Source: an optimization exercise on an open RTL-to-GDS flow (aim: small area). Production flows keep margins and buffers that such runs may drop.
Function was checked by simulation only, so behaviour that the tests miss may differ from the original.

## fs_dither_stream
module fs_dither_stream #(
    parameter int PIX_W    = 8,
    parameter int OUT_W    = 1,
    parameter int H_PIXELS = 320,
    parameter int V_LINES  = 240,
    parameter int ERR_W    = PIX_W + 3
) (
    input  logic                                  clk_in,
    input  logic                                  rst_in,
    input  logic [PIX_W-1:0]                      pixel_in,
    input  logic [10:0]                           hcount_in,
    input  logic [9:0]                            vcount_in,
    input  logic                                  valid_in,
    input  logic [PIX_W-1:0]                      threshold_in,
    output logic [OUT_W-1:0]                      pixel_out,
    output logic [10:0]                           hcount_out,
    output logic [9:0]                            vcount_out,
    output logic [$clog2(H_PIXELS*V_LINES)-1:0]   addr_out,
    output logic                                  valid_out
);
    localparam int c_addr_w = $clog2(H_PIXELS * V_LINES);
    localparam int c_hw     = $clog2(H_PIXELS);       
    localparam int c_vw     = $clog2(V_LINES);        
    localparam int c_mw     = 9;                      
    localparam int c_sw     = 10;                     
    localparam int c_ngrp   = (H_PIXELS + 15) / 16;   
    function automatic logic [11:0] f_add(input logic [11:0] a, input logic [11:0] b,
                                          input logic cin);
        logic c;
        c = cin;
        for (int i = 0; i < 12; i++) begin
            f_add[i] = a[i] ^ b[i] ^ c;
            c        = (a[i] & b[i]) | (a[i] & c) | (b[i] & c);
        end
    endfunction
  ...
Settings: LEC_CHECK=0, CAP_MARGIN=50, CORE_MARGIN=2, CORE_UTILIZATION=50, SLEW_MARGIN=50, SYNTH_HIERARCHICAL=1; clock period 12.0 ns.
standard.sh (not shown) runs the stock make flow with config.mk's settings and CLKGATE_MAP_FILE= SYNTH_SCRIPT=/design/flow/synth_recipe.tcl, a recipe that flattens the netlist after the stock synthesis.
==> flow/flow/run.sh <==
#!/bin/bash
# Layout flow: the standard ORFS flow (standard.sh), with two changes
# passed to ORFS through its own variables:
#  * clock tree synthesis without dummy loads, leaf clusters of at most
#    16 sinks within 60 um, built from clkbuf_8;
#  * input and output ports buffered with the smallest buffer, buf_1.
# Everything else, the clock period and the constraints included, is the
# standard flow's. Each tool's output goes to the ORFS logs under orfs/;
# the driver output goes to flow_run.log here.
set -o pipefail
cd "$(dirname "$0")/.."
export CTS_ARGS="-sink_clustering_enable -repair_clock_nets -dont_use_dummy_load -sink_clustering_size 16 -sink_clustering_max_diameter 60 -buf_list sky130_fd_sc_hd__clkbuf_8"
export BUFFER_PORTS_ARGS="-buffer_cell sky130_fd_sc_hd__buf_1"
bash standard.sh > flow_run.log 2>&1
The starting point ran to the end with no violations.
Rerun with:
--- a/flow/config.mk
+++ b/flow/config.mk
@@ -8,5 +8,5 @@
 export CAP_MARGIN = 50
 export CORE_MARGIN = 2
-export CORE_UTILIZATION = 50
+export CORE_UTILIZATION = 60
 export SLEW_MARGIN = 50
 export SYNTH_HIERARCHICAL = 1
- die area falls by 17%
- via count stays flat
- synthesized cell count does not change
- routed wire length falls by 4.6%
- flip-flop and latch count does not change
- utilization rises by 11 points
- cell count falls by 3.2%
Rerun with:
==> flow/flow/run.sh (replaced) <==
#!/bin/bash
# Layout flow: the standard ORFS flow (standard.sh), with two changes
# passed to ORFS through its own variables:
#  * clock tree synthesis without dummy loads, leaf clusters of at most
#    15 sinks within 60 um, built from clkbuf_8;
#  * input and output ports buffered with the smallest buffer, buf_1.
# Everything else, the clock period and the constraints included, is the
# standard flow's. Each tool's output goes to the ORFS logs under orfs/;
# the driver output goes to flow_run.log here.
set -o pipefail
cd "$(dirname "$0")/.."
export CTS_ARGS="-sink_clustering_enable -repair_clock_nets -dont_use_dummy_load -sink_clustering_size 15 -sink_clustering_max_diameter 60 -buf_list sky130_fd_sc_hd__clkbuf_8"
export BUFFER_PORTS_ARGS="-buffer_cell sky130_fd_sc_hd__buf_1"
bash standard.sh > flow_run.log 2>&1
--- a/flow/config.mk
+++ b/flow/config.mk
@@ -8,5 +8,5 @@
 export CAP_MARGIN = 50
 export CORE_MARGIN = 2
-export CORE_UTILIZATION = 60
+export CORE_UTILIZATION = 50
 export SLEW_MARGIN = 50
 export SYNTH_HIERARCHICAL = 1
Result: Routed wire length grows by 4.8%. First-iteration DRC count went down by 5.9%. Design area goes up by 0.98%. Core utilization went down by 10 points. Non-clock buffer count climbs by 12. Synthesized cell count does not change.
Rerun with:
==> flow/flow/run.sh (replaced) <==
#!/bin/bash
# Layout flow: the standard ORFS flow (standard.sh), with two changes
# passed to ORFS through its own variables:
#  * clock tree synthesis without dummy loads, leaf clusters of at most
#    14 sinks within 60 um, built from clkbuf_8;
#  * input and output ports buffered with the smallest buffer, buf_1.
# Everything else, the clock period and the constraints included, is the
# standard flow's. Each tool's output goes to the ORFS logs under orfs/;
# the driver output goes to flow_run.log here.
set -o pipefail
cd "$(dirname "$0")/.."
export CTS_ARGS="-sink_clustering_enable -repair_clock_nets -dont_use_dummy_load -sink_clustering_size 14 -sink_clustering_max_diameter 60 -buf_list sky130_fd_sc_hd__clkbuf_8"
export BUFFER_PORTS_ARGS="-buffer_cell sky130_fd_sc_hd__buf_1"
bash standard.sh > flow_run.log 2>&1
Maximum frequency is about the same.
Clock-buffer cell count climbs by 11.
Core utilization stays flat.
Setup slack got worse by 3.1 ps.
Clock skew decreases by 19 ps.
Critical path depth is unchanged.

port drivers added, routing unchanged:
The flow's constraints put no driver on any port. The routed layouts listed below were extracted and timed again, unchanged, in two steps.
Step 1, drivers: a clkbuf_16 drives clk_in and a buf_2 each remaining input, both assumed.
Step 2, shift: input delay + t, output delay - t, t = (earliest + latest rising clock arrival at the registers) / 2. This alone moves slack from input paths to output paths.
a / b / c = ideal ports / drivers / drivers and shift; a / b = the first two.
run | t (ns) | setup WS [ns] | clock arrival spread, ns | worst data-port slew with drivers (ns)
the first run | 1.094 | 1.686 / 1.686 / 1.352 | 0.094 / 0.095 | 0.15
the second run | 1.096 | 1.355 / 1.355 / 1.311 | 0.108 / 0.107 | 0.09
the third run | 1.120 | 1.686 / 1.686 / 1.217 | 0.118 / 0.118 | 0.16
the fourth run | 1.118 | 1.683 / 1.683 / 1.313 | 0.103 / 0.103 | 0.17
After both steps setup and hold are still met in every run listed. The setup slack of the third run, which loses most, moves by 0.000 ns with the drivers and by -0.469 ns with both steps.
